Background: an optimization exercise with open tools, aiming at a short achievable clock period. Do not read the settings as production practice.
Only simulation tests tie the RTL to the original design; equivalence was not proved.
Power and IR drop assume default switching activity.

**flow/config.mk**
```make
export PLATFORM = sky130hd
export DESIGN_NAME = next_pc_predictor
export DESIGN_NICKNAME = next_pc_predictor
export VERILOG_FILES = /design/flow/design.v
export SDC_FILE = /design/flow/constraint.sdc
export NUM_CORES = 4
export LEC_CHECK = 0
export CAP_MARGIN = 20
export CORE_MARGIN = 2
export CORE_UTILIZATION = 40
export SETUP_SLACK_MARGIN = 4.0
export SLEW_MARGIN = 20
```
**flow/run.sh**
```bash
#!/bin/bash
# synth_recipe.tcl (not shown) runs the flow's synth.tcl, then flattens the netlist and writes it again
# the make line also repeats each setting of config.mk as NAME=value (left out here)
make -C /OpenROAD-flow-scripts/flow DESIGN_CONFIG=/design/flow/config.mk WORK_HOME=/design/flow/orfs CLKGATE_MAP_FILE= SYNTH_SCRIPT=/design/flow/synth_recipe.tcl finish
```
**flow/constraint.sdc**
```tcl
create_clock -name core_clock -period 7.0 [get_ports {CLOCK}]
set_input_delay 1.4000 -clock core_clock [delete_from_list [all_inputs] [get_ports {CLOCK}]]
set_output_delay 1.4000 -clock core_clock [all_outputs]
set_load 0.01 [all_outputs]
```
**flow/design.v**
```verilog
package npc_pkg;
    localparam logic [1:0] KIND_BRANCH = 2'b00;
    localparam logic [1:0] KIND_JUMP   = 2'b01;
    localparam logic [1:0] KIND_CALL   = 2'b10;
    localparam logic [1:0] KIND_RETURN = 2'b11;
    localparam logic [1:0] CTR_SNT = 2'b00;
    localparam logic [1:0] CTR_WNT = 2'b01;
    localparam logic [1:0] CTR_WT  = 2'b10;
    localparam logic [1:0] CTR_ST  = 2'b11;
    function automatic logic [1:0] satInc(input logic [1:0] ctr);
        satInc = (ctr == CTR_ST) ? CTR_ST : ctr + 2'd1;
    endfunction
    function automatic logic [1:0] satDec(input logic [1:0] ctr);
        satDec = (ctr == CTR_SNT) ? CTR_SNT : ctr - 2'd1;
    endfunction
endpackage
module return_address_stack #(
    parameter int RAS_DEPTH  = 4,
    parameter int ADDR_WIDTH = 32
) (
    input  logic                  clock,
    input  logic                  reset,
    input  logic                  push,
    input  logic                  pop,
    input  logic [ADDR_WIDTH-1:0] pushData,
    output logic [ADDR_WIDTH-1:0] top,
    output logic [ADDR_WIDTH-1:0] second,
    output logic                  empty,
    output logic                  one
);
    localparam int CNTW = $clog2(RAS_DEPTH + 1);
    localparam logic [CNTW-1:0] FULL_COUNT = CNTW'(RAS_DEPTH);
    logic [ADDR_WIDTH-1:0] slot [RAS_DEPTH];
    logic [CNTW-1:0]       count;
    assign top    = slot[0];
    assign second = (RAS_DEPTH > 1) ? slot[(RAS_DEPTH > 1) ? 1 : 0] : slot[0];
    assign empty  = (count == '0);
    assign one    = (count == CNTW'(1));
    always_ff @(posedge clock or posedge reset) begin
        if (reset) begin
            count <= '0;
        end else if (push) begin
            if (count != FULL_COUNT) begin
                count <= count + 1'b1;
            end
        end else if (pop && !empty) begin
            count <= count - 1'b1;
        end
    end
    always_ff @(posedge clock) begin
        if (push) begin
            slot[0] <= pushData;
            for (int k = 1; k < RAS_DEPTH; k++) slot[k] <= slot[k-1];
        end else if (pop && !empty) begin
            for (int k = 0; k < RAS_DEPTH - 1; k++) slot[k] <= slot[k+1];
        end
    end
endmodule
module next_pc_predictor #(
    parameter int                    ADDR_WIDTH  = 32,
    parameter int                    BTB_ENTRIES = 16,
    parameter int                    RAS_DEPTH   = 4,
    parameter logic [ADDR_WIDTH-1:0] RESET_PC    = 'h0040_0000
) (
    input  logic                  CLOCK,
    input  logic                  RESET,
    input  logic                  Stall_IN,
    output logic [ADDR_WIDTH-1:0] FetchAddress_OUT,
    output logic                  PredictedTaken_OUT,
    output logic [ADDR_WIDTH-1:0] PredictedTarget_OUT,
    input  logic                  Update_IN,
    input  logic [ADDR_WIDTH-1:0] UpdateAddress_IN,
    input  logic                  UpdateTaken_IN,
    input  logic [ADDR_WIDTH-1:0] UpdateTarget_IN,
    input  logic [1:0]            UpdateKind_IN,
    input  logic                  Mispredict_IN,
    input  logic [ADDR_WIDTH-1:0] RedirectAddress_IN
);
    localparam int N    = BTB_ENTRIES;
    localparam int IDXW = $clog2(BTB_ENTRIES);
    localparam int TAGW = ADDR_WIDTH - IDXW - 2;
    localparam logic [ADDR_WIDTH-1:0] RESET_PC4  = RESET_PC + ADDR_WIDTH'(4);
    logic                  btbValid  [N];
    logic [TAGW-1:0]       btbTag    [N];
    logic [ADDR_WIDTH-1:0] btbTarget [N];
    logic [1:0]            btbKind   [N];
    logic [1:0]            btbCtr    [N];
    logic [ADDR_WIDTH-1:0] pcQ, pcPlus4Q;
    logic [ADDR_WIDTH-1:0] pc;           
    logic [ADDR_WIDTH-1:0] pcPlus4;      
    logic                  predTaken;    
    logic [ADDR_WIDTH-1:0] takenTgt;     
    logic                  predCall;     
    logic                  predRet;      
    assign pc      = pcQ ^ RESET_PC;
    assign pcPlus4 = pcPlus4Q ^ RESET_PC4;
    assign FetchAddress_OUT    = pc;
    assign PredictedTaken_OUT  = predTaken;
    assign PredictedTarget_OUT = predTaken ? takenTgt : pcPlus4;
    logic [IDXW-1:0]       updIdx;
    logic [TAGW-1:0]       updTag;
    logic [N-1:0]          uSel;         
    logic [N-1:0]          uHit;         
    logic [N-1:0]          wTaken;       
    logic [1:0]            nCtr [N];     
    assign updIdx = UpdateAddress_IN[IDXW+1:2];
    assign updTag = UpdateAddress_IN[ADDR_WIDTH-1:IDXW+2];
    for (genvar i = 0; i < N; i++) begin : g_upd
        assign uSel[i]   = Update_IN && (updIdx == IDXW'(i));
        assign uHit[i]   = btbValid[i] && (btbTag[i] == updTag);
        assign wTaken[i] = uSel[i] && UpdateTaken_IN;
        assign nCtr[i]   = wTaken[i] ? (uHit[i] ? npc_pkg::satInc(btbCtr[i]) : npc_pkg::CTR_WT)
                         : (uSel[i] && uHit[i]) ? npc_pkg::satDec(btbCtr[i])
                         : btbCtr[i];
        always_ff @(posedge CLOCK or posedge RESET) begin
            if (RESET) begin
                btbValid[i] <= 1'b0;
                btbCtr[i]   <= npc_pkg::CTR_WNT;
            end else begin
                if (wTaken[i]) btbValid[i] <= 1'b1;
                btbCtr[i] <= nCtr[i];
            end
        end
        always_ff @(posedge CLOCK) begin
            if (wTaken[i]) begin
                btbTag[i]    <= updTag;
                btbTarget[i] <= UpdateTarget_IN;
                btbKind[i]   <= UpdateKind_IN;
            end
        end
    end
    logic                  advance;
    logic                  rasPush;
    logic                  rasPop;
    logic [ADDR_WIDTH-1:0] rasTop;
    logic [ADDR_WIDTH-1:0] rasSecond;
    logic                  rasEmpty;
    logic                  rasOne;
    assign advance = !Stall_IN && !Mispredict_IN;
    assign rasPush = advance && predCall;
    assign rasPop  = advance && predRet;
    return_address_stack #(
        .RAS_DEPTH  (RAS_DEPTH),
        .ADDR_WIDTH (ADDR_WIDTH)
    ) u_ras (
        .clock    (CLOCK),
        .reset    (RESET),
        .push     (rasPush),
        .pop      (rasPop),
        .pushData (pcPlus4),
        .top      (rasTop),
        .second   (rasSecond),
        .empty    (rasEmpty),
        .one      (rasOne)
    );
    logic [ADDR_WIDTH-1:0] advRasTop;
    logic                  advRasEmpty;
    assign advRasTop   = predCall ? pcPlus4 : (predRet && !rasEmpty) ? rasSecond : rasTop;
    assign advRasEmpty = predCall ? 1'b0 : (predRet && !rasEmpty) ? rasOne : rasEmpty;
    logic [N*TAGW-1:0]       tagFlat;
    logic [N*ADDR_WIDTH-1:0] tgtFlat;
    logic [N*2-1:0]          kindFlat;
    logic [N-1:0]            vpVec;       
    logic [N-1:0]            vqVec;       
    logic [N-1:0]            vzVec;       
    for (genvar i = 0; i < N; i++) begin : g_flat
        assign tagFlat[i*TAGW +: TAGW]             = btbTag[i];
        assign tgtFlat[i*ADDR_WIDTH +: ADDR_WIDTH] = btbTarget[i];
        assign kindFlat[i*2 +: 2]                  = btbKind[i];
        assign vpVec[i] = btbValid[i] &&
                          (btbKind[i] != npc_pkg::KIND_BRANCH || btbCtr[i][1]);
        assign vqVec[i] = btbValid[i] &&
                          (btbKind[i] != npc_pkg::KIND_BRANCH || btbCtr[i] == npc_pkg::CTR_ST);
        assign vzVec[i] = btbValid[i] && (btbCtr[i] == npc_pkg::CTR_SNT);
    end
    logic [ADDR_WIDTH-1:0] tPlus4, nPlus4, rPlus4;
    logic                  rTaken, sTaken, tTaken, nTaken;
    logic [ADDR_WIDTH-1:0] rTgt, sTgt, tTgt, nTgt;
    logic                  rCall, sCall, tCall, nCall;
    logic                  rRet, sRet, tRet, nRet;
    assign rPlus4 = RedirectAddress_IN + ADDR_WIDTH'(4);
    assign tPlus4 = takenTgt + ADDR_WIDTH'(4);
    assign nPlus4 = pcPlus4 + ADDR_WIDTH'(4);
    npc_lookup #(.ADDR_WIDTH(ADDR_WIDTH), .N(N)) u_lkR (
        .pcIn(RedirectAddress_IN),
        .tagFlat(tagFlat), .tgtFlat(tgtFlat), .kindFlat(kindFlat),
        .vpVec(vpVec), .vqVec(vqVec), .vzVec(vzVec),
        .uValid(Update_IN), .uTaken(UpdateTaken_IN), .uAddr(UpdateAddress_IN),
        .uKind(UpdateKind_IN), .uTarget(UpdateTarget_IN),
        .rasTop(rasTop), .rasEmpty(rasEmpty),
        .taken(rTaken), .takenTarget(rTgt), .isCall(rCall), .isRet(rRet));
    npc_lookup #(.ADDR_WIDTH(ADDR_WIDTH), .N(N)) u_lkS (
        .pcIn(pc),
        .tagFlat(tagFlat), .tgtFlat(tgtFlat), .kindFlat(kindFlat),
        .vpVec(vpVec), .vqVec(vqVec), .vzVec(vzVec),
        .uValid(Update_IN), .uTaken(UpdateTaken_IN), .uAddr(UpdateAddress_IN),
        .uKind(UpdateKind_IN), .uTarget(UpdateTarget_IN),
        .rasTop(rasTop), .rasEmpty(rasEmpty),
        .taken(sTaken), .takenTarget(sTgt), .isCall(sCall), .isRet(sRet));
    npc_lookup #(.ADDR_WIDTH(ADDR_WIDTH), .N(N)) u_lkT (
        .pcIn(takenTgt),
        .tagFlat(tagFlat), .tgtFlat(tgtFlat), .kindFlat(kindFlat),
        .vpVec(vpVec), .vqVec(vqVec), .vzVec(vzVec),
        .uValid(Update_IN), .uTaken(UpdateTaken_IN), .uAddr(UpdateAddress_IN),
        .uKind(UpdateKind_IN), .uTarget(UpdateTarget_IN),
        .rasTop(advRasTop), .rasEmpty(advRasEmpty),
        .taken(tTaken), .takenTarget(tTgt), .isCall(tCall), .isRet(tRet));
    npc_lookup #(.ADDR_WIDTH(ADDR_WIDTH), .N(N)) u_lkN (
        .pcIn(pcPlus4),
        .tagFlat(tagFlat), .tgtFlat(tgtFlat), .kindFlat(kindFlat),
        .vpVec(vpVec), .vqVec(vqVec), .vzVec(vzVec),
        .uValid(Update_IN), .uTaken(UpdateTaken_IN), .uAddr(UpdateAddress_IN),
        .uKind(UpdateKind_IN), .uTarget(UpdateTarget_IN),
        .rasTop(advRasTop), .rasEmpty(advRasEmpty),
        .taken(nTaken), .takenTarget(nTgt), .isCall(nCall), .isRet(nRet));
    logic [ADDR_WIDTH-1:0] aPc, aPlus4, aTgt;
    logic                  aTaken, aCall, aRet;
    assign aPc    = predTaken ? takenTgt : pcPlus4;
    assign aPlus4 = predTaken ? tPlus4   : nPlus4;
    assign aTaken = predTaken ? tTaken   : nTaken;
    assign aTgt   = predTaken ? tTgt     : nTgt;
    assign aCall  = predTaken ? tCall    : nCall;
    assign aRet   = predTaken ? tRet     : nRet;
    always_ff @(posedge CLOCK or posedge RESET) begin
        if (RESET) begin
            pcQ       <= '0;
            pcPlus4Q  <= '0;
            predTaken <= 1'b0;
            takenTgt  <= '0;
            predCall  <= 1'b0;
            predRet   <= 1'b0;
        end else if (Mispredict_IN) begin
            pcQ       <= RedirectAddress_IN ^ RESET_PC;
            pcPlus4Q  <= rPlus4 ^ RESET_PC4;
            predTaken <= rTaken;
            takenTgt  <= rTgt;
            predCall  <= rCall;
            predRet   <= rRet;
        end else if (Stall_IN) begin
            predTaken <= sTaken;
            takenTgt  <= sTgt;
            predCall  <= sCall;
            predRet   <= sRet;
        end else begin
            pcQ       <= aPc ^ RESET_PC;
            pcPlus4Q  <= aPlus4 ^ RESET_PC4;
            predTaken <= aTaken;
            takenTgt  <= aTgt;
            predCall  <= aCall;
            predRet   <= aRet;
        end
    end
endmodule
module npc_lookup #(
    parameter int ADDR_WIDTH = 32,
    parameter int N          = 16
) (
    input  logic [ADDR_WIDTH-1:0]   pcIn,
    input  logic [N*(ADDR_WIDTH-$clog2(N)-2)-1:0] tagFlat,
    input  logic [N*ADDR_WIDTH-1:0] tgtFlat,
    input  logic [N*2-1:0]          kindFlat,
    input  logic [N-1:0]            vpVec,      
    input  logic [N-1:0]            vqVec,      
    input  logic [N-1:0]            vzVec,      
    input  logic                    uValid,
    input  logic                    uTaken,
    input  logic [ADDR_WIDTH-1:0]   uAddr,
    input  logic [1:0]              uKind,
    input  logic [ADDR_WIDTH-1:0]   uTarget,
    input  logic [ADDR_WIDTH-1:0]   rasTop,
    input  logic                    rasEmpty,
    output logic                    taken,
    output logic [ADDR_WIDTH-1:0]   takenTarget,
    output logic                    isCall,
    output logic                    isRet
);
    localparam int IDXW = $clog2(N);
    localparam int TAGW = ADDR_WIDTH - IDXW - 2;
    logic [IDXW-1:0]       idx;
    logic [TAGW-1:0]       tag;
    logic [1:0]            kindOld;
    logic [ADDR_WIDTH-1:0] tgtOld;
    logic                  tagEqU;       
    logic                  idxEqU;       
    logic                  mTaken;       
    logic                  mNot;         
    logic                  takenT;
    logic                  takenN;
    logic [1:0]            kindNew;
    logic [ADDR_WIDTH-1:0] tgtNew;
    assign idx = pcIn[IDXW+1:2];
    assign tag = pcIn[ADDR_WIDTH-1:IDXW+2];
    logic [3:0] decLo, decHi;
    for (genvar j = 0; j < 4; j++) begin : g_dec
        assign decLo[j] = (idx[1:0] == 2'(j));
        assign decHi[j] = (idx[3:2] == 2'(j));
    end
    logic [N-1:0] eqVec;         
    for (genvar i = 0; i < N; i++) begin : g_ent
        assign eqVec[i] = decLo[i % 4] && decHi[i / 4] &&
                          (tagFlat[i*TAGW +: TAGW] == tag);
    end
    logic hitP, hitQ, hitZ;
    assign hitP = |(eqVec & vpVec);
    assign hitQ = |(eqVec & vqVec);
    assign hitZ = |(eqVec & vzVec);
    assign kindOld = kindFlat[idx*2 +: 2];
    assign tgtOld  = tgtFlat[idx*ADDR_WIDTH +: ADDR_WIDTH];
    assign tagEqU = (uAddr[ADDR_WIDTH-1:IDXW+2] == tag);
    assign idxEqU = (uAddr[IDXW+1:2] == idx);
    assign mTaken = uValid && uTaken && idxEqU;
    assign mNot   = uValid && !uTaken && idxEqU;
    assign takenT   = tagEqU && (uKind != npc_pkg::KIND_BRANCH || !hitZ);
    assign takenN   = tagEqU ? hitQ : hitP;
    assign taken    = mTaken ? takenT : (mNot ? takenN : hitP);
    assign kindNew = mTaken ? uKind : kindOld;
    assign tgtNew  = mTaken ? uTarget : tgtOld;
    assign isCall  = taken && (kindNew == npc_pkg::KIND_CALL);
    assign isRet   = taken && (kindNew == npc_pkg::KIND_RETURN);
    assign takenTarget = (kindNew == npc_pkg::KIND_RETURN && !rasEmpty) ? rasTop : tgtNew;
endmodule
```
==> notes.md, run 1 <==
Hold Crit Depth 0; Logic pwr share between 30% and 40%; pre-CTS setup slack 1630 ps; Port Buffer Count about 170; fin crit share between 50 and 60%; layout cells sized above 1 a little under a third; Final Hold Violating Endpoints 0; core box area about 0.23 mm^2; clock sink count approximately 1200; worst setup margin roughly 3300 ps; Min Hold Slack between 400 and 500 ps; Vias/cell around 7.0; final max-slew violation count 0; max cap viols 0; Routed met2 length roughly 200000 um; Total Nets Final ~8000; clk root buf clkbuf_16; Die Width 481 um; Distinct cells, synth 89; wire length of the first global-routing pass between 600000 and 700000 um; standard-cell rows 175; crit end category primary output; Max Used Layer met5; power per cell area between 200 and 250 mW/mm^2; DR pass1 iterations 10; Finish-stage setup viols 0; Placed Cells between 10000 and 15000; most frequent cells in the layout xnor2_1 (1185), edfxtp_1 (1088), xor2_1 (1055); Rel. slew slack 24.4%; setup_tns 0 ps; Arr. time, crit path 2290 ps; CP startpoint kind register; clock tree buffer depth 3; via count roughly 77000; I/O pin cnt 169; sequential-to-total area share from yosys stat between 30% and 40%; initial antenna violation count 33; syn avg cell area about 12 um^2; number of global-route vias before repair 71953; RSZ-0062 raised after global routing true; part of the power in registers roughly a third; Total Routed Length between 500000 and 600000 um; min Tclk post-route about 3700 ps; slowest stage cell, crit path dfrtp_4; peak supply drop slightly below 200 uV; leakage power 0.0370 uW; Num CTS Buffers 150; FF-to-FF path depth 14; initial core utilization between 40% and 50%; crit path max fanout 8; ys flop type edfxtp_1; Cells after Synth ~7700; Req. time, crit path 5600 ps; Sw Share a little over a third; clk slew on worst S/H paths about 60 ps; number of warnings issued by yosys 9; Post-synth EDFFs between 1000 and 1500; Placer Congestion 1.09; critical path class reg -> out; Total GRT Usage between 40 and 50%; synthesized flop and latch total around 1200; Worst-Margin Slew between 1000 and 1500 ps; hold buffers post-CTS 0; met3 WL 74200 um; crit-path max cell delay approximately 490 ps; Hold Crit Class reg -> reg; post-detail-place hpwl a little over 300000 um; M1 WL approximately 170000 um; die height 481 um; wire length per cell about 46 um; drt initial violations 13615; status finished clean; internal cell power 16600 uW; Mapped Nets 7777; Layout area overhead 21.2%; most common cell after layout, fill and taps aside xnor2_1; Sw Pwr around 9000 uW; Overall Power 25900 uW; largest net degree at the start of global routing 96; gr ovfl total 0; H-tree Lvls 4; Finished Layout Cells approximately 11000; Final ANT Viol Nets 0; ordered cell list for the critical path buf_12 > buf_16 > mux2_4 > buf_6; post-synthesis async set-or-reset flop share 12.0%; synthesized area between 0.09 and 0.1 mm^2; CTS tree done; skew final ~75 ps; Peak Freq roughly 0.27 GHz; die area around 0.23 mm^2; clock share of power between 30% and 40%; # DRC 0; Worst-Skew Late Latency slightly above 900 ps
[flip-flops by register name, indices dropped and copies added, names as in the netlist]
name	count
takenTgt	32
btbKind	32
u_ras.slot	128
btbCtr	32
btbValid	16
pcPlus4Q	31
u_ras.count	3
btbTarget	512
predCall	1
pcQ	32
predTaken	1
btbTag	416
predRet	1
[power by group through the flow]
stage,sequential [uW],combinational (uW),clock (uW)
after floorplan,8490,4460,0
after global placement,9230,6480,0
after global routing,8750,8780,8590
after detailed placement,9240,6510,0
after CTS,8740,7890,8310
final,8770,8800,8300
[what timing repair did]
item / CTS / global route
pin swaps: 128 / 118
setup endpoints to repair: 1192 / 276
setup buffers: 367 / 149
gates cloned: 23 / 7
gates resized for setup: 974 / 309
[routing by layer]
layer | vias up | track usage (%)
met5 | - | 0
met4 | 30 | 37.0
met3 | 2345 | 16.1
met2 | 7417 | 58.7
met1 | 38535 | 50.7
li1 | 28562 | -
[final cells by class]
type | count | area, um^2
multi-input combinational | 5387 | 52500
sequential | 1237 | 36700
tap | 3009 | 3760
timing repair buffer | 1053 | 12200
fill | 19707 | 117000
clock buffer | 183 | 3960
timing repair inverter | 1 | 7.51
antenna | 20 | 50.0
clock inverter | 94 | 1140
inverter | 29 | 131
[through the flow]
| stage | util, % | cell area [um^2] |
|---|---|---|
| after floorplan | - | 92000 |
| final | 48.6 | 110000 |
| after global routing | 48.6 | 110000 |
| after global placement | 42.1 | 95600 |
| after detailed placement | 42.1 | 95600 |
| after CTS | 47.3 | 107000 |
[synthesized netlist by cell type (all sizes together) (39+ instances only)]
cell type / number / area (um^2)
a211o: 44 / 385
a21oi: 119 / 599
a22oi: 39 / 293
buf: 512 / 2380
clkbuf: 502 / 1880
dfrtp: 133 / 3330
edfxtp: 1088 / 32700
mux2: 142 / 1600
mux2i: 163 / 1630
mux4: 680 / 15300
nand2: 462 / 1740
nand3: 76 / 380
nand4: 373 / 2330
nor2: 180 / 686
nor3: 52 / 260
nor4: 329 / 2060
o21ai: 106 / 531
o22ai: 59 / 369
xnor2: 1189 / 10400
xor2: 1058 / 9270
[kinds of logic (layout without fill, tap and decap cells)]
group                      count (synthesis)  count (layout)  synth area share (%)
AOI/OAI and AO/OA                        503             504                  3.64
xor gates and xnor gates                2247            2247                  21.6
adders and majority gates                 19              19                 0.233
buffers and inverters                   1043            1360                  4.80
DFF                                     1237            1237                  40.0
muxes                                    985             985                  20.4
other                                      0              20                     0
and+or+nand+nor                         1630            1632                  9.40
[worst max-delay path, delay by kind of cell, from the launching register on]
kind     cells  cell delay [ps]
buf+inv      3              510
mux          1              390
flops        1              490
[path summary, 6_finish.rpt]
path / from / endpoint / slack, ps
max: predTaken / PredictedTarget_OUT[18] / 3310
min: u_ras.slot[2][18] / u_ras.slot[3][18] / 450
max reg2reg: predTaken / pcPlus4Q[29] / 3320
min reg2reg: u_ras.slot[2][18] / u_ras.slot[3][18] / 450
max in group asynchronous: RESET / pcQ[12] / 4660
min in group asynchronous: RESET / btbCtr[3][1] / 1040
==> run 2: changes to the inputs <==
--- a/flow/design.v
+++ b/flow/design.v
@@ -85,15 +85,19 @@
     logic [ADDR_WIDTH-1:0] btbTarget [N];
     logic [1:0]            btbKind   [N];
     logic [1:0]            btbCtr    [N];
-    logic [ADDR_WIDTH-1:0] pcQ, pcPlus4Q;
+    logic [ADDR_WIDTH-1:0] pcQ, pcPlus4Q, takenTgtQ;
     logic [ADDR_WIDTH-1:0] pc;           
     logic [ADDR_WIDTH-1:0] pcPlus4;      
     logic                  predTaken;    
+    logic                  predNotSel;   
+    logic                  predSel;
     logic [ADDR_WIDTH-1:0] takenTgt;     
     logic                  predCall;     
     logic                  predRet;      
     assign pc      = pcQ ^ RESET_PC;
     assign pcPlus4 = pcPlus4Q ^ RESET_PC4;
+    assign takenTgt = takenTgtQ ^ RESET_PC4;
+    assign predSel  = !predNotSel;
     assign FetchAddress_OUT    = pc;
     assign PredictedTaken_OUT  = predTaken;
     assign PredictedTarget_OUT = predTaken ? takenTgt : pcPlus4;
@@ -215,37 +219,45 @@
         .taken(nTaken), .takenTarget(nTgt), .isCall(nCall), .isRet(nRet));
     logic [ADDR_WIDTH-1:0] aPc, aPlus4, aTgt;
     logic                  aTaken, aCall, aRet;
-    assign aPc    = predTaken ? takenTgt : pcPlus4;
-    assign aPlus4 = predTaken ? tPlus4   : nPlus4;
-    assign aTaken = predTaken ? tTaken   : nTaken;
-    assign aTgt   = predTaken ? tTgt     : nTgt;
-    assign aCall  = predTaken ? tCall    : nCall;
-    assign aRet   = predTaken ? tRet     : nRet;
+    assign aPc    = predSel ? takenTgt : pcPlus4;
+    assign aPlus4 = predSel ? tPlus4   : nPlus4;
+    assign aTaken = predSel ? tTaken   : nTaken;
+    assign aTgt   = predSel ? tTgt     : nTgt;
+    assign aCall  = predSel ? tCall    : nCall;
+    assign aRet   = predSel ? tRet     : nRet;
+    logic                  nxTaken;
+    logic [ADDR_WIDTH-1:0] nxTgt;
+    assign nxTaken = Mispredict_IN ? rTaken : Stall_IN ? sTaken : aTaken;
+    assign nxTgt   = Mispredict_IN ? rTgt   : Stall_IN ? sTgt   : aTgt;
     always_ff @(posedge CLOCK or posedge RESET) begin
         if (RESET) begin
             pcQ       <= '0;
             pcPlus4Q  <= '0;
-            predTaken <= 1'b0;
-            takenTgt  <= '0;
+            predTaken  <= 1'b0;
+            predNotSel <= 1'b0;
+            takenTgtQ  <= '0;
             predCall  <= 1'b0;
             predRet   <= 1'b0;
         end else if (Mispredict_IN) begin
             pcQ       <= RedirectAddress_IN ^ RESET_PC;
             pcPlus4Q  <= rPlus4 ^ RESET_PC4;
-            predTaken <= rTaken;
-            takenTgt  <= rTgt;
+            predTaken  <= nxTaken;
+            predNotSel <= !nxTaken;
+            takenTgtQ  <= nxTgt ^ RESET_PC4;
             predCall  <= rCall;
             predRet   <= rRet;
         end else if (Stall_IN) begin
-            predTaken <= sTaken;
-            takenTgt  <= sTgt;
+            predTaken  <= nxTaken;
+            predNotSel <= !nxTaken;
+            takenTgtQ  <= nxTgt ^ RESET_PC4;
             predCall  <= sCall;
             predRet   <= sRet;
         end else begin
             pcQ       <= aPc ^ RESET_PC;
             pcPlus4Q  <= aPlus4 ^ RESET_PC4;
-            predTaken <= aTaken;
-            takenTgt  <= aTgt;
+            predTaken  <= nxTaken;
+            predNotSel <= !nxTaken;
+            takenTgtQ  <= nxTgt ^ RESET_PC4;
             predCall  <= aCall;
             predRet   <= aRet;
         end
==> run 2 against run 1 <==
Utilization up 0.35 points; global-route usage up 2.2 points; first-iteration DRC count up 10%; largest cell class unchanged; synthesized area up 1.1%; still clean on timing, DRC and antenna; largest power group unchanged; highest routed layer unchanged; synthesized cell count up 2.4%.
==> notes.md, run 2 <==
peak supply drop between 200 and 250 uV; initial core utilization between 40% and 50%; Util after Layout approximately half; clock tree buffer depth 3; Final ANT Viol Nets 0; fin crit share a little over half; crit end category register; number of warnings issued by yosys 9; DR pass1 iterations 14; most common cell in the netlist xor2_1; ys flop type edfxtp_1; Total Nets Final 8172; Placed Cells between 10000 and 15000; H-tree Lvls 4; standard-cell rows 176; Logic pwr share a little over a third; Sw Pwr 10300 uW; Max Used Layer met5; layout cells sized above 1 a little under a third; setup_tns 0 ps; clock share of power 31.1%; Finish-stage setup viols 0; Register Area around 0.037 mm^2; number of global-route vias before repair about 74000; top-area cell type share of the netlist area ~35%; hold buffers post-CTS 0; max FFs per register just over 500; post-detail-place hpwl ~330000 um; Hold Crit Class reg -> reg; Final Hold Violating Endpoints 0; Routed met2 length about 210000 um; Mapped Nets 7960; clk root buf clkbuf_16; Cells after Synth slightly below 8000; die height 484 um; drt initial violations 15006; power per cell area 243 mW/mm^2; core box area approximately 0.23 mm^2; Total Routed Length ~530000 um; Distinct cells, synth slightly above 80; crit path max fanout 15; synthesized flop and latch total around 1200; wire length of the first global-routing pass approximately 700000 um; RSZ-0062 raised after global routing true; Sw Share a little under two fifths; leakage power between 0.03 and 0.04 uW; top cells by count, synth xor2_1 (1605), edfxtp_1 (1088), mux4_2 (680); filler cell count 20073; most frequent cells in the layout xor2_1 (1598), edfxtp_1 (1088), mux4_2 (680); # DRC 0; largest net degree at the start of global routing 75; sequential-to-total area share from yosys stat 39.6%; skew final ~78 ps; Vias/cell between 7 and 8; internal cell power approximately 17000 uW; Layout area overhead 22.0%; Peak Freq around 0.27 GHz; syn avg cell area roughly 12 um^2; Num CTS Buffers 152; clk slew on worst S/H paths 60 ps; wire length per cell 47.6 um; Die Width between 400 and 500 um; post-synthesis async set-or-reset flop share between 10% and 20%; min Tclk post-route roughly 3700 ps; synthesized area a little over 0.09 mm^2; Finished Layout Cells approximately 11000; via count 79666; Port Buffer Count between 150 and 200; multi-input logic area approximately 0.053 mm^2; max cap viols 0; Rel. slew slack 19.4%; gr ovfl total 0; status finished clean; top cells by area, synth edfxtp_1 (35%), mux4_2 (17%), xor2_1 (15%); Overall Power between 20000 and 30000 uW; Post-synth EDFFs about 1100; CP startpoint kind register; final max-slew violation count 0; most common cell after layout, fill and taps aside xor2_1; clock sink count between 1000 and 1500; Yosys top cell by area edfxtp_1; initial antenna violation count 54; met3 WL around 83000 um; Worst-Margin Slew ~1200 ps; CTS tree done; critical path class reg -> reg; Largest regs btbTarget x512, btbTag x416, u_ras.slot x128; Arr. time, crit path roughly 4500 ps; I/O pin cnt around 170; Worst-Skew Late Latency between 900 and 1000 ps; Total GRT Usage 44.4%; part of the power in registers approximately a third; die area between 0.2 and 0.25 mm^2; Req. time, crit path about 7800 ps; Top reg by flops btbTarget; Placer Congestion around 1.1; M1 WL approximately 180000 um
-- run 2: worst paths after layout --
kind	from	endpoint	slack (ps)	cells after the start
max	pcQ[2]	predRet	3300	14
min	u_ras.slot[2][2]	u_ras.slot[3][2]	440	0
max reg2reg	pcQ[2]	predRet	3300	14
min reg2reg	u_ras.slot[2][2]	u_ras.slot[3][2]	440	0
max in group asynchronous	RESET	pcQ[15]	4720	3
min in group asynchronous	RESET	pcPlus4Q[30]	860	2
-- run 2: final cells by class --
cell class              instances  area share, %
diodes                         26         0.0579
repair buffers               1100           11.5
multi-input cells            5519           47.5
inverters                      48          0.207
flip-flops and latches       1238           32.7
clock buffers                 192           3.62
well taps                    3026           3.37
clock inverters                92           1.06
-- run 2: timing repair --
item | 4_1_cts | 5_1_grt
cloned | 33 | 5
resized for setup | 1117 | 240
setup endpoints to repair | 1261 | 329
setup buffers | 468 | 77
pin swaps | 155 | 71
-- run 2: power groups by stage --
stage / logic [uW] / clock network, uW / registers [uW]
finish: 9970 / 8500 / 8860
global route: 9880 / 8780 / 8830
CTS: 9110 / 8490 / 8800
detailed placement: 6600 / 0 / 9670
global placement: 6570 / 0 / 9670
floorplan: 4670 / 0 / 8480
-- run 2: logic make-up (layout without fill, tap and decap cells) --
logic type	Yosys count	in the layout	share of synthesized area (%)
AND/OR/NAND/NOR	1752	1756	9.95
AO/OA/AOI/OAI	511	511	3.60
other	0	26	0
XOR/XNOR	2253	2253	21.4
multiplexers	983	983	20.1
flip-flops	1238	1238	39.6
adder cells (fa/ha/maj)	16	16	0.198
buffers and inverters	1094	1432	5.17
-- run 2: per-stage QoR --
stage / area, um^2 / hold WS (ps) / worst slack (ps)
after floorplan: 92600 / 426 / 3110
after global placement: 96300 / 432 / 1550
after detailed placement: 96300 / 436 / 1650
final: 112000 / 439 / 3300
after CTS: 110000 / 422 / 3340
after global routing: 112000 / 446 / 3330
-- run 2: layer usage --
metal	track usage [%]	up-vias
met3	19.6	2533
met2	60.7	8030
met4	36.7	36
met1	53.6	39882
li1	-	29185
met5	0.143	-
-- run 2: critical path, cell delays in order (launching register included) --
cell	delay, ps
dfrtp_4	500
buf_12	140
buf_4	150
buf_8	230
nand4bb_1	240
nor4_2	450
nand3_4	260
or2_1	400
o32ai_2	200
a211o_1	220
nor4b_4	60
buf_4	160
o31ai_4	310
a32oi_1	100
o311ai_1	120
==> run 3: changes to the inputs <==
--- a/flow/design.v
+++ b/flow/design.v
@@ -91,6 +91,8 @@
     logic                  predTaken;    
     logic                  predNotSel;   
     logic                  predSel;
+    logic                  outSel;       
+    logic [ADDR_WIDTH-1:0] pcI;          
     logic [ADDR_WIDTH-1:0] takenTgt;     
     logic                  predCall;     
     logic                  predRet;      
@@ -100,7 +102,7 @@
     assign predSel  = !predNotSel;
     assign FetchAddress_OUT    = pc;
     assign PredictedTaken_OUT  = predTaken;
-    assign PredictedTarget_OUT = predTaken ? takenTgt : pcPlus4;
+    assign PredictedTarget_OUT = outSel ? takenTgt : pcPlus4;
     logic [IDXW-1:0]       updIdx;
     logic [TAGW-1:0]       updTag;
     logic [N-1:0]          uSel;         
@@ -194,7 +196,7 @@
         .rasTop(rasTop), .rasEmpty(rasEmpty),
         .taken(rTaken), .takenTarget(rTgt), .isCall(rCall), .isRet(rRet));
     npc_lookup #(.ADDR_WIDTH(ADDR_WIDTH), .N(N)) u_lkS (
-        .pcIn(pc),
+        .pcIn(pcI),
         .tagFlat(tagFlat), .tgtFlat(tgtFlat), .kindFlat(kindFlat),
         .vpVec(vpVec), .vqVec(vqVec), .vzVec(vzVec),
         .uValid(Update_IN), .uTaken(UpdateTaken_IN), .uAddr(UpdateAddress_IN),
@@ -229,6 +231,16 @@
     logic [ADDR_WIDTH-1:0] nxTgt;
     assign nxTaken = Mispredict_IN ? rTaken : Stall_IN ? sTaken : aTaken;
     assign nxTgt   = Mispredict_IN ? rTgt   : Stall_IN ? sTgt   : aTgt;
+    always_ff @(posedge CLOCK) begin
+        outSel <= nxTaken;
+        if (RESET) begin
+            pcI <= RESET_PC;
+        end else if (Mispredict_IN) begin
+            pcI <= RedirectAddress_IN;
+        end else if (!Stall_IN) begin
+            pcI <= aPc;
+        end
+    end
     always_ff @(posedge CLOCK or posedge RESET) begin
         if (RESET) begin
             pcQ       <= '0;
==> run 3 against run 2 <==
Utilization grew 0.071 points; clock power grew 0.9%; synthesized cell count grew 1.9%; highest routed layer unchanged; via count grew 2.8%; clock-buffer cell count grew 7; register-to-register slack lost 60 ps; synthesized area grew 0.77%; final area grew 0.53%; worst hold slack gained 7.9 ps; clock skew grew 7.5 ps; critical path depth shrank 3.
==> notes.md, run 3 <==
post-detail-place hpwl 323000 um; Port Buffer Count roughly 170; Post-synth EDFFs about 1100; drt initial violations 15620; I/O pin cnt about 170; ys flop type edfxtp_1; H-tree Lvls 4; RSZ-0062 raised after global routing true; Arr. time, crit path 4520 ps; Yosys top cell by area edfxtp_1; Worst-Skew Late Latency 910 ps; CP startpoint kind register; standard-cell rows ~180; Placer Congestion roughly 1.2; hold buffers post-CTS 0; setup_tns 0 ps; most common cell in the netlist xnor2_1; number of warnings issued by yosys 9; largest net degree at the start of global routing roughly 110; critical path class reg -> reg; # DRC 0; final max-slew violation count 0; max cap viols 0; wire length of the first global-routing pass 698000 um; Hold Crit Class reg -> reg; initial antenna violation count 55; Num CTS Buffers 155; Final Hold Violating Endpoints 0; Mapped Nets roughly 8100; Min Hold Slack around 450 ps; Total Nets Final 8268; synthesized flop and latch total between 1000 and 1500; clock tree buffer depth 3; Cells after Synth 7995; status finished clean; die area ~0.24 mm^2; DR pass1 iterations 10; post-synthesis async set-or-reset flop share approximately an eighth; Overall Power 26900 uW; most frequent cells in the layout xnor2_1 (1169), edfxtp_1 (1088), xor2_1 (1072); sequential-to-total area share from yosys stat 39.9%; peak supply drop between 200 and 250 uV; core box area roughly 0.23 mm^2; Die Width about 490 um; fin crit share approximately 54%; Rel. slew slack ~16%; power per cell area 238 mW/mm^2; top cells by count, synth xnor2_1 (1174), edfxtp_1 (1088), xor2_1 (1077); Worst-Margin Slew 1250 ps; Peak Freq roughly 0.27 GHz; clock sink count between 1000 and 1500; syn avg cell area ~12 um^2; skew final 85.5 ps; number of global-route vias before repair between 70000 and 80000; initial core utilization approximately two fifths; clk root buf clkbuf_16; via count 81858; crit end category register; Vias/cell 7.21; Total GRT Usage between 40 and 50%; Total Routed Length 535000 um; layout cells sized above 1 about 30%; min Tclk post-route 3760 ps; Layout area overhead 21.7%; gr ovfl total 0; Largest regs btbTarget x512, btbTag x416, u_ras.slot x128; clk slew on worst S/H paths around 60 ps; max FFs per register between 500 and 600; top-area cell type share of the netlist area 35.2%; top cells by area, synth edfxtp_1 (35%), mux4_2 (16%), xnor2_1 (11%); Finish-stage setup viols 0; Distinct cells, synth 86; wire length per cell 47.2 um; Top reg by flops btbTarget; die height about 490 um; leakage power between 0.03 and 0.04 uW; CTS tree done; most common cell after layout, fill and taps aside xnor2_1; synthesized area a little over 0.09 mm^2; Final ANT Viol Nets 0; crit path max fanout 18; Req. time, crit path 7760 ps
run 3: cell count changes after synthesis, sizes merged, moves of 27 or more:
cell,previous run,this run
xnor2,648,1174
nor3,164,100
xor2,1605,1077
nand2,483,530
dfxtp,0,31
a21oi,136,163
o22ai,18,50
nor2,190,246
o21ai,139,185
nand4,243,369
nor4,417,319
buf,609,537
clkbuf,437,515
run 3: worst paths after layout:
kind                                        from               end  slack, ps  depth (start not counted)
worst max-delay path                      pcI[7]         predTaken       3240                         11
worst min-delay path            u_ras.slot[2][7]  u_ras.slot[3][7]        450                          0
worst max register to register            pcI[7]         predTaken       3240                         11
worst min register to register  u_ras.slot[2][7]  u_ras.slot[3][7]        450                          0
max in group asynchronous                  RESET     takenTgtQ[20]       4780                          4
min in group asynchronous                  RESET      pcPlus4Q[17]       1230                          3
run 3: per-stage QoR:
stage	cell area (um^2)	util, %	std cells	worst slack, ps
3_3_place_gp	97100	42.2	10496	1520
5_1_grt	113000	49.0	11314	3310
2_1_floorplan	93300	-	7995	3010
6_report	113000	49.1	11346	3240
3_5_place_dp	97100	42.2	10500	1580
4_1_cts	111000	48.2	11227	3410
run 3: worst max-delay path, cell delays in order (launching register included):
cell     delay, ps
dfxtp_1        310
buf_4          630
xnor2_1        210
nand4_1        170
nor4_1         800
nand3_1        280
nand4_1        250
nor4_4         100
o21ai_2        210
inv_1          110
o31a_1         300
a21o_1         210
run 3: what timing repair did:
action                                  4_1_cts  5_1_grt
buffers inserted                            396       74
pin swaps                                   126      106
gates cloned                                 43       11
endpoints found under the setup margin     1218      171
resized for setup                          1070      253
run 3: layer usage:
| layer | GRT usage (%) | up-vias | part of all wire [%] |
|---|---|---|---|
| li1 | - | 29592 | - |
| met1 | 52.0 | 40564 | 33 |
| met2 | 59.1 | 8691 | 38 |
| met3 | 22.5 | 2957 | 17 |
| met4 | 36.2 | 54 | 11 |
| met5 | 0.347 | - | 0.11 |
run 3: final cells by class:
class	count	area, um^2
Sequential cell	1269	37300
Clock buffer	199	4190
Antenna cell	34	85.1
Tap cell	3026	3790
Multi-Input combinational cell	5627	53400
Inverter	53	236
Fill cell	19982	117000
Timing Repair Buffer	1049	12900
Clock inverter	89	1140
run 3: cell families (layout without fill, tap and decap cells):
kind of cell / after synthesis / after routing / share of synthesized area [%]
fa+ha+maj: 17 / 17 / 0.208
buf+inv: 1105 / 1390 / 4.98
flops: 1269 / 1269 / 39.9
other cells: 0 / 34 / 0
simple gates: 1799 / 1805 / 9.94
xor+xnor: 2251 / 2251 / 21.2
compound gates: 582 / 582 / 3.88
mux: 972 / 972 / 19.8
run 3: report_power, final:
group	switching, uW	internal (uW)
combinational	5600	3720
sequential	489	8460
clock	3720	4860
==> run 4: changes to the inputs <==
--- a/flow/design.v
+++ b/flow/design.v
@@ -93,6 +93,7 @@
     logic                  predSel;
     logic                  outSel;       
     logic [ADDR_WIDTH-1:0] pcI;          
+    logic [ADDR_WIDTH-1:0] pcPlus4I;     
     logic [ADDR_WIDTH-1:0] takenTgt;     
     logic                  predCall;     
     logic                  predRet;      
@@ -153,7 +154,7 @@
         .reset    (RESET),
         .push     (rasPush),
         .pop      (rasPop),
-        .pushData (pcPlus4),
+        .pushData (pcPlus4I),
         .top      (rasTop),
         .second   (rasSecond),
         .empty    (rasEmpty),
@@ -161,7 +162,7 @@
     );
     logic [ADDR_WIDTH-1:0] advRasTop;
     logic                  advRasEmpty;
-    assign advRasTop   = predCall ? pcPlus4 : (predRet && !rasEmpty) ? rasSecond : rasTop;
+    assign advRasTop   = predCall ? pcPlus4I : (predRet && !rasEmpty) ? rasSecond : rasTop;
     assign advRasEmpty = predCall ? 1'b0 : (predRet && !rasEmpty) ? rasOne : rasEmpty;
     logic [N*TAGW-1:0]       tagFlat;
     logic [N*ADDR_WIDTH-1:0] tgtFlat;
@@ -179,6 +180,17 @@
                           (btbKind[i] != npc_pkg::KIND_BRANCH || btbCtr[i] == npc_pkg::CTR_ST);
         assign vzVec[i] = btbValid[i] && (btbCtr[i] == npc_pkg::CTR_SNT);
     end
+    logic [N-1:0] tagEqR, tagEqS, tagEqT, tagEqN;
+    for (genvar i = 0; i < N; i++) begin : g_tageq
+        assign tagEqR[i] = (btbTag[i] == RedirectAddress_IN[ADDR_WIDTH-1:IDXW+2]);
+        assign tagEqS[i] = (btbTag[i] == pcI[ADDR_WIDTH-1:IDXW+2]);
+        assign tagEqT[i] = (btbTag[i] == takenTgt[ADDR_WIDTH-1:IDXW+2]);
+        if (i == 0) begin : g_wrap
+            assign tagEqN[i] = (btbTag[i] == pcPlus4I[ADDR_WIDTH-1:IDXW+2]);
+        end else begin : g_same
+            assign tagEqN[i] = tagEqS[i];
+        end
+    end
     logic [ADDR_WIDTH-1:0] tPlus4, nPlus4, rPlus4;
     logic                  rTaken, sTaken, tTaken, nTaken;
     logic [ADDR_WIDTH-1:0] rTgt, sTgt, tTgt, nTgt;
@@ -186,10 +198,10 @@
     logic                  rRet, sRet, tRet, nRet;
     assign rPlus4 = RedirectAddress_IN + ADDR_WIDTH'(4);
     assign tPlus4 = takenTgt + ADDR_WIDTH'(4);
-    assign nPlus4 = pcPlus4 + ADDR_WIDTH'(4);
+    assign nPlus4 = pcPlus4I + ADDR_WIDTH'(4);
     npc_lookup #(.ADDR_WIDTH(ADDR_WIDTH), .N(N)) u_lkR (
         .pcIn(RedirectAddress_IN),
-        .tagFlat(tagFlat), .tgtFlat(tgtFlat), .kindFlat(kindFlat),
+        .tagEqIn(tagEqR), .tgtFlat(tgtFlat), .kindFlat(kindFlat),
         .vpVec(vpVec), .vqVec(vqVec), .vzVec(vzVec),
         .uValid(Update_IN), .uTaken(UpdateTaken_IN), .uAddr(UpdateAddress_IN),
         .uKind(UpdateKind_IN), .uTarget(UpdateTarget_IN),
@@ -197,7 +209,7 @@
         .taken(rTaken), .takenTarget(rTgt), .isCall(rCall), .isRet(rRet));
     npc_lookup #(.ADDR_WIDTH(ADDR_WIDTH), .N(N)) u_lkS (
         .pcIn(pcI),
-        .tagFlat(tagFlat), .tgtFlat(tgtFlat), .kindFlat(kindFlat),
+        .tagEqIn(tagEqS), .tgtFlat(tgtFlat), .kindFlat(kindFlat),
         .vpVec(vpVec), .vqVec(vqVec), .vzVec(vzVec),
         .uValid(Update_IN), .uTaken(UpdateTaken_IN), .uAddr(UpdateAddress_IN),
         .uKind(UpdateKind_IN), .uTarget(UpdateTarget_IN),
@@ -205,15 +217,15 @@
         .taken(sTaken), .takenTarget(sTgt), .isCall(sCall), .isRet(sRet));
     npc_lookup #(.ADDR_WIDTH(ADDR_WIDTH), .N(N)) u_lkT (
         .pcIn(takenTgt),
-        .tagFlat(tagFlat), .tgtFlat(tgtFlat), .kindFlat(kindFlat),
+        .tagEqIn(tagEqT), .tgtFlat(tgtFlat), .kindFlat(kindFlat),
         .vpVec(vpVec), .vqVec(vqVec), .vzVec(vzVec),
         .uValid(Update_IN), .uTaken(UpdateTaken_IN), .uAddr(UpdateAddress_IN),
         .uKind(UpdateKind_IN), .uTarget(UpdateTarget_IN),
         .rasTop(advRasTop), .rasEmpty(advRasEmpty),
         .taken(tTaken), .takenTarget(tTgt), .isCall(tCall), .isRet(tRet));
     npc_lookup #(.ADDR_WIDTH(ADDR_WIDTH), .N(N)) u_lkN (
-        .pcIn(pcPlus4),
-        .tagFlat(tagFlat), .tgtFlat(tgtFlat), .kindFlat(kindFlat),
+        .pcIn(pcPlus4I),
+        .tagEqIn(tagEqN), .tgtFlat(tgtFlat), .kindFlat(kindFlat),
         .vpVec(vpVec), .vqVec(vqVec), .vzVec(vzVec),
         .uValid(Update_IN), .uTaken(UpdateTaken_IN), .uAddr(UpdateAddress_IN),
         .uKind(UpdateKind_IN), .uTarget(UpdateTarget_IN),
@@ -221,7 +233,7 @@
         .taken(nTaken), .takenTarget(nTgt), .isCall(nCall), .isRet(nRet));
     logic [ADDR_WIDTH-1:0] aPc, aPlus4, aTgt;
     logic                  aTaken, aCall, aRet;
-    assign aPc    = predSel ? takenTgt : pcPlus4;
+    assign aPc    = predSel ? takenTgt : pcPlus4I;
     assign aPlus4 = predSel ? tPlus4   : nPlus4;
     assign aTaken = predSel ? tTaken   : nTaken;
     assign aTgt   = predSel ? tTgt     : nTgt;
@@ -234,11 +246,14 @@
     always_ff @(posedge CLOCK) begin
         outSel <= nxTaken;
         if (RESET) begin
-            pcI <= RESET_PC;
+            pcI      <= RESET_PC;
+            pcPlus4I <= RESET_PC4;
         end else if (Mispredict_IN) begin
-            pcI <= RedirectAddress_IN;
+            pcI      <= RedirectAddress_IN;
+            pcPlus4I <= rPlus4;
         end else if (!Stall_IN) begin
-            pcI <= aPc;
+            pcI      <= aPc;
+            pcPlus4I <= aPlus4;
         end
     end
     always_ff @(posedge CLOCK or posedge RESET) begin
@@ -280,7 +295,7 @@
     parameter int N          = 16
 ) (
     input  logic [ADDR_WIDTH-1:0]   pcIn,
-    input  logic [N*(ADDR_WIDTH-$clog2(N)-2)-1:0] tagFlat,
+    input  logic [N-1:0]            tagEqIn,    
     input  logic [N*ADDR_WIDTH-1:0] tgtFlat,
     input  logic [N*2-1:0]          kindFlat,
     input  logic [N-1:0]            vpVec,      
@@ -321,8 +336,7 @@
     end
     logic [N-1:0] eqVec;         
     for (genvar i = 0; i < N; i++) begin : g_ent
-        assign eqVec[i] = decLo[i % 4] && decHi[i / 4] &&
-                          (tagFlat[i*TAGW +: TAGW] == tag);
+        assign eqVec[i] = decLo[i % 4] && decHi[i / 4] && tagEqIn[i];
     end
     logic hitP, hitQ, hitZ;
     assign hitP = |(eqVec & vpVec);
==> run 4 against run 3 <==
Setup slack better by 140 ps; sequential power is 0.8% higher; highest routed layer unchanged; worst hold slack worse by 1.2 ps.
==> notes.md, run 4 <==
synthesized area 0.0880 mm^2; Top reg by flops btbTarget; Yosys top cell by area edfxtp_1; most frequent cells in the layout xor2_1 (1203), edfxtp_1 (1088), mux4_2 (680); standard-cell rows around 170; initial antenna violation count 24; top-area cell type share of the netlist area a little under two fifths; Mapped Nets just over 7000; clock tree buffer depth 3; Vias/cell roughly 6.9; # DRC 0; post-synthesis async set-or-reset flop share about 11%; CTS tree done; filler cell count 18924; number of warnings issued by yosys 9; clock sink count between 1000 and 1500; I/O pin cnt ~170; DR pass1 iterations 6; gr ovfl total 0; Port Buffer Count between 150 and 200; Die Width approximately 470 um; Critical Path Source pcI[29]; Post-synth EDFFs between 1000 and 1500; min Tclk post-route 3620 ps; fin crit share between 50% and 60%; Total GRT Usage a little under 40%; Rel. slew slack about 15%; CP startpoint kind register; Cells after Synth 6943; Total Routed Length between 400000 and 500000 um; sequential-to-total area share from yosys stat 42.8%; setup_tns 0 ps; layout cells sized above 1 between 30 and 40%; Distinct cells, synth between 80 and 90; skew final 78.9 ps; Reg-to-Reg Start pcI[29]; H-tree Lvls 4; syn avg cell area between 10 and 15 um^2; largest net degree at the start of global routing 109; top cells by area, synth edfxtp_1 (37%), mux4_2 (17%), xor2_1 (12%); HP Start u_ras.slot[2][3]; Hold Crit Class reg -> reg; Hold Crit Depth 0; Worst-Margin Slew between 1000 and 1500 ps; Arr. time, crit path approximately 4400 ps; final max-slew violation count 0; max cap viols 0; max FFs per register a little over 500; crit end category register; clk root buf clkbuf_16; top cells by count, synth xor2_1 (1205), edfxtp_1 (1088), mux4_2 (680); via count between 70000 and 80000; power per cell area about 230 mW/mm^2; most common cell after layout, fill and taps aside xor2_1; wire length per cell between 40 and 50 um; synthesized flop and latch total 1299; initial core utilization 40.2%; ys flop type edfxtp_1; leakage power around 0.037 uW; Num CTS Buffers between 150 and 200; post-detail-place hpwl 283000 um; die height 473 um; most common cell in the netlist xor2_1; Worst-Skew Late Latency 900 ps; status finished clean; Placer Congestion 1.06; core box area about 0.22 mm^2; drt initial violations ~12000; critical path class reg -> reg; FF-to-FF path depth 11; Placed Cells around 9700; DP Area ~0.093 mm^2; cell area after layout between 0.1 and 0.15 mm^2; Finished Layout Cells a little over 10000; Total Nets Final roughly 7500; Final Hold Violating Endpoints 0; number of global-route vias before repair 68129; Peak Freq between 0.2 and 0.3 GHz; peak supply drop 260 uV; Finish-stage setup viols 0; Req. time, crit path about 7800 ps; crit path max fanout 17; Final ANT Viol Nets 0; clk slew on worst S/H paths roughly 60 ps; wire length of the first global-routing pass around 600000 um; Largest regs btbTarget x512, btbTag x416, u_ras.slot x128; RSZ-0062 raised after global routing true; die area 0.224 mm^2; Layout area overhead 21.8%
-- run 4: cell count changes in the layout (fill, tap and decap cells not counted), moves of 92 or more --
| cell | before | now |
|---|---|---|
| nand2_1 | 513 | 285 |
| buf_4 | 486 | 349 |
| nand4_1 | 368 | 240 |
| mux2_2 | 90 | 182 |
| xnor2_1 | 1169 | 657 |
| xor2_1 | 1072 | 1203 |
-- run 4: worst paths after layout --
path                                    end  slack [ps]
setup / recovery                 predNotSel        3380
hold / removal             u_ras.slot[3][3]         450
setup reg to reg                 predNotSel        3380
hold reg to reg            u_ras.slot[3][3]         450
max in group asynchronous       btbValid[2]        4330
min in group asynchronous            pcQ[2]        1090
-- run 4: repair_timing --
item | 4_1_cts | 5_1_grt
resized for setup | 1055 | 220
setup endpoints to repair | 1226 | 189
pin swaps | 133 | 58
endpoints found under the hold margin | 0 | 0
hold buffers | 0 | 0
setup buffers | 295 | 42
gates cloned | 34 | 6
-- run 4: final cells by class --
| type | instances | area (um^2) | share of cell area (%) |
|---|---|---|---|
| timing repair buffer | 833 | 10200 | 9.50 |
| antenna | 14 | 35.0 | 0.0327 |
| inverter | 34 | 229 | 0.214 |
| tap | 2871 | 3590 | 3.35 |
| multi-input combinational | 5027 | 49900 | 46.5 |
| clock buffer | 201 | 4300 | 4.01 |
| sequential | 1299 | 37800 | 35.3 |
| clock inverter | 91 | 1180 | 1.10 |
-- run 4: cell families after synthesis --
kind of cell    Yosys count  share of synthesized area (%)
buf+inv                 624                           3.34
flops                  1299                           42.8
simple gates           1481                           8.89
fa+ha+maj                10                          0.139
xor+xnor               1865                           18.6
mux                    1074                           22.2
compound gates          590                           4.08
-- run 4: report_power, final --
group | switching [uW] | total [uW] | leakage, uW | internal (uW)
Combinational | 3970 | 6810 | 0.0220 | 2840
Clock | 3730 | 8760 | 0.00264 | 5030
Sequential | 432 | 9020 | 0.0120 | 8590
Total | 8140 | 24600 | 0.0367 | 16500
-- run 4: through the flow --
step	power, uW	setup slack, ps	utilization [%]	hold WS (ps)
global placement	14400	1450	42.5	426
floorplan	12200	3100	-	422
finish	24600	3380	48.9	446
detailed placement	14400	1440	42.5	433
global route	25000	3390	48.9	454
CTS	24100	3450	48.3	447
-- run 4: metal layers --
metal	vias up	part of all wire (%)	GRT usage [%]	routed length, um
met2	6254	42	57.5	190000
met5	-	0.021	0	93
li1	27202	-	-	-
met4	14	11	33.7	49900
met3	1892	13	10.8	57600
met1	36135	34	48.9	156000
-- run 4: critical path: stages (launching register included) --
cell	delay, ps
dfxtp_1	380
buf_12	320
xor2_1	120
nor4_1	620
nand3_2	400
nor4_4	480
a22oi_1	200
nand4_1	220
o22ai_4	130
o211ai_1	270
o311ai_4	160
and2_1	180
==> run 5: changes to the inputs <==
--- a/flow/design.v
+++ b/flow/design.v
@@ -92,6 +92,7 @@
     logic                  predNotSel;   
     logic                  predSel;
     logic                  outSel;       
+    logic                  outSelB;      
     logic [ADDR_WIDTH-1:0] pcI;          
     logic [ADDR_WIDTH-1:0] pcPlus4I;     
     logic [ADDR_WIDTH-1:0] takenTgt;     
@@ -103,7 +104,11 @@
     assign predSel  = !predNotSel;
     assign FetchAddress_OUT    = pc;
     assign PredictedTaken_OUT  = predTaken;
-    assign PredictedTarget_OUT = outSel ? takenTgt : pcPlus4;
+    localparam int HALF = ADDR_WIDTH / 2;
+    assign PredictedTarget_OUT[HALF-1:0] =
+        outSel ? takenTgt[HALF-1:0] : pcPlus4[HALF-1:0];
+    assign PredictedTarget_OUT[ADDR_WIDTH-1:HALF] =
+        outSelB ? takenTgt[ADDR_WIDTH-1:HALF] : pcPlus4[ADDR_WIDTH-1:HALF];
     logic [IDXW-1:0]       updIdx;
     logic [TAGW-1:0]       updTag;
     logic [N-1:0]          uSel;         
@@ -244,7 +249,8 @@
     assign nxTaken = Mispredict_IN ? rTaken : Stall_IN ? sTaken : aTaken;
     assign nxTgt   = Mispredict_IN ? rTgt   : Stall_IN ? sTgt   : aTgt;
     always_ff @(posedge CLOCK) begin
-        outSel <= nxTaken;
+        outSel  <= nxTaken;
+        outSelB <= nxTaken && !RESET;
         if (RESET) begin
             pcI      <= RESET_PC;
             pcPlus4I <= RESET_PC4;
==> run 5 against run 4 <==
Still clean; non-clock buffer count increased by 21; combinational power down 2%; global-route usage down 0.50 points; total power fell by 0.60%; clock-buffer cell count decreased by 6; clock power is essentially flat; setup slack got worse by 25 ps; critical path depth down 3; utilization is essentially flat; critical path type unchanged; largest cell class unchanged.
==> notes.md, run 5 <==
status finished clean; CP startpoint kind register; final max-slew violation count 0; drt initial violations 12011; Top reg by flops btbTarget; Synth Area in Compound Gates under 10%; largest net degree at the start of global routing around 110; most common cell after layout, fill and taps aside xor2_1; top-area cell type share of the netlist area 37.3%; crit path max fanout 5; H-tree Lvls 4; gr ovfl total 0; hold endpoint u_ras.slot[3][30]; wire length per cell between 40 and 50 um; Req. time, crit path approximately 7700 ps; wire length of the first global-routing pass 595000 um; Arr. time, crit path 4350 ps; CTS tree done; core box area roughly 0.22 mm^2; sequential-to-total area share from yosys stat between 40% and 50%; setup_tns 0 ps; fin crit share between 50 and 60%; Hold Crit Depth 0; Worst-Margin Slew around 1300 ps; layout cells sized above 1 between 30% and 40%; Total Nets Final about 7500; ordered cell list for the critical path nand2_1 > nor4_4 > nor4_2 > nand4_1 > a2111oi_4 > o21bai_4 > a32oi_1 > o221ai_1; slowest stage cell, crit path nor4_4; die height around 470 um; Finish-stage setup viols 0; synthesized flop and latch total 1300; ys flop type edfxtp_1; Num CTS Buffers ~160; Distinct cells, synth 81; number of warnings issued by yosys 9; synthesized area around 0.09 mm^2; DP Area between 0.09 and 0.1 mm^2; syn avg cell area roughly 13 um^2; max FFs per register roughly 510; Layout area overhead 21.4%; Total Routed Length between 400000 and 500000 um; Yosys top cell by area edfxtp_1; post-detail-place hpwl about 280000 um; critical path class reg -> reg; standard-cell rows approximately 170; Port Buffer Count 166; crit-path max cell delay ~910 ps; I/O pin cnt about 170; Die Width 472 um; Post-synth EDFFs between 1000 and 1500; RSZ-0062 raised after global routing true; power per cell area roughly 230 mW/mm^2; Final ANT Viol Nets 0; Placer Congestion 1.05; Final Hold Violating Endpoints 0; Reg-to-Reg Start btbValid[12]; R2R Setup Slk about 3400 ps; largest family of logic cells by synthesized area multiplexers; cell area after layout 0.106 mm^2; Hold Crit Class reg -> reg; Rel. slew slack between 10% and 20%; DR pass1 iterations 6; Adder-Cell Fraction of Synth Area less than 1%; clock tree buffer depth 3; post-synthesis async set-or-reset flop share about 11%; Total GRT Usage between 30 and 40%; top cells by count, synth xor2_1 (1200), edfxtp_1 (1088), mux4_2 (680); mux contribution to synthesized area about 21%; most common cell in the netlist xor2_1; number of global-route vias before repair ~68000; Mapped Nets between 7000 and 8000; min Tclk post-route 3650 ps; initial core utilization around two fifths; Cells after Synth about 7000; # DRC 0; via count ~72000; Util after Layout between 40% and 50%; peak supply drop 247 uV; top cells by area, synth edfxtp_1 (37%), mux4_2 (17%), xor2_1 (12%); Post-Synth Simple-Gate Area about 8.7%; max cap viols 0; skew final 63.2 ps; Worst-Skew Late Latency 880 ps; crit end category register; post-synthesis xor/xnor area fraction 18.6%; leakage power about 0.036 uW; HP Start u_ras.slot[2][30]; clk slew on worst S/H paths 70 ps; die area approximately 0.22 mm^2; clk root buf clkbuf_16; Peak Freq 0.274 GHz; reg-to-reg endpoint predRet; most frequent cells in the layout xor2_1 (1198), edfxtp_1 (1088), mux4_2 (680); Largest regs btbTarget x512, btbTag x416, u_ras.slot x128; Vias/cell 6.93; Placed Cells 9633; Overall Power approximately 24000 uW; Finished Layout Cells roughly 10000; initial antenna violation count 28; clock sink count between 1000 and 1500; FF-to-FF path depth 8
==> run 5: area by class of cell <==
| type | instances | area, um^2 |
|---|---|---|
| antenna | 11 | 27.5 |
| clock buffer | 195 | 4280 |
| clock inverter | 95 | 1190 |
| fill | 18799 | 111000 |
| inverter | 39 | 280 |
| multi-input combinational | 4997 | 49400 |
| sequential | 1300 | 37800 |
| tap | 2854 | 3570 |
| timing repair buffer | 854 | 9790 |
| timing repair inverter | 1 | 8.76 |
==> run 5: how the worst max path moves through the flow <==
stage	startpoint	cells after the start	endpoint
global route	takenTgtQ[5]	4	PredictedTarget_OUT[5]
CTS	takenTgtQ[5]	4	PredictedTarget_OUT[5]
global placement	UpdateAddress_IN[6]	11	outSelB
finish	btbValid[12]	8	predRet
detailed placement	UpdateAddress_IN[5]	10	takenTgtQ[18]
floorplan	Mispredict_IN	7	u_ras.count[2]
==> run 5: cells by family after synthesis <==
| group | Yosys count |
|---|---|
| flip-flops | 1300 |
| adder cells (fa/ha/maj) | 9 |
| XOR/XNOR | 1862 |
| multiplexers | 1008 |
| AND/OR/NAND/NOR | 1457 |
| buffers and inverters | 631 |
| AO/OA/AOI/OAI | 653 |
==> run 5: critical path, delay by kind of cell (launching register included) <==
kind	cells	cell delay (ps)
and+or+nand+nor	4	1900
AOI/OAI and AO/OA	4	770
DFF	1	750
==> run 5: per-stage QoR <==
step	hold WS, ps	worst slack [ps]
after floorplan	422	3080
after global routing	453	3430
final	448	3350
after CTS	444	3420
after global placement	426	1480
after detailed placement	430	1520
==> run 5: routing by layer <==
metal / wire length [um] / global-route usage, % / vias to the layer above
li1: - / - / 27231
met1: 153000 / 48.4 / 36267
met2: 185000 / 55.9 / 6392
met3: 61600 / 12.6 / 1817
met4: 47000 / 31.7 / 16
met5: 145 / 0 / -
==> run 5: timing repair <==
action | in CTS | in global routing
pin swaps | 130 | 119
hold buffers | 0 | 0
resized for setup | 849 | 337
endpoints found under the setup margin | 1258 | 511
setup buffers | 243 | 135
cloned | 27 | 5
==> run 5: power breakdown <==
| group | total, uW | internal (uW) | leakage (uW) | switching [uW] |
|---|---|---|---|---|
| logic | 6690 | 2710 | 0.0214 | 3980 |
| clock network | 8750 | 4980 | 0.00263 | 3780 |
| registers | 9000 | 8590 | 0.0120 | 416 |

## re-timing with driven ports
The flow's constraints put no driver on any port. The routed layouts listed below were extracted and timed again, unchanged, in two steps.
Step 1 sets driving cells, clkbuf_16 on the clock port and buf_2 on the other inputs (assumed; they add their load-dependent delay and slew).
Step 2 adds t to the input delays and takes it off the output delays; t is the mean of the earliest and latest rising clock arrival at the registers after step 1. Input paths then give back, and output paths get back, about the clock's delay inside the block.
Slacks: ideal ports / drivers / drivers and shift; pairs: ideal ports / drivers.
run	shift t [ns]	setup WS [ns]	latest minus earliest clock arrival (ns)	worst slew at a driven data input, ns	cell pins on the clock port's net
run 1	0.960	3.313 / 3.229 / 2.499	0.090 / 0.089	0.23	1
run 2	0.986	3.295 / 3.236 / 2.338	0.084 / 0.084	0.23	1
run 3	0.971	3.239 / 3.239 / 2.480	0.086 / 0.086	0.25	1
run 4	0.954	3.379 / 3.204 / 2.250	0.082 / 0.082	0.47	1
run 5	0.951	3.353 / 3.353 / 2.500	0.073 / 0.073	0.13	1
After both steps every run listed still meets setup and hold. The setup slack of run 4, which loses most, moves by -0.175 ns with the drivers and by -1.129 ns with both steps.
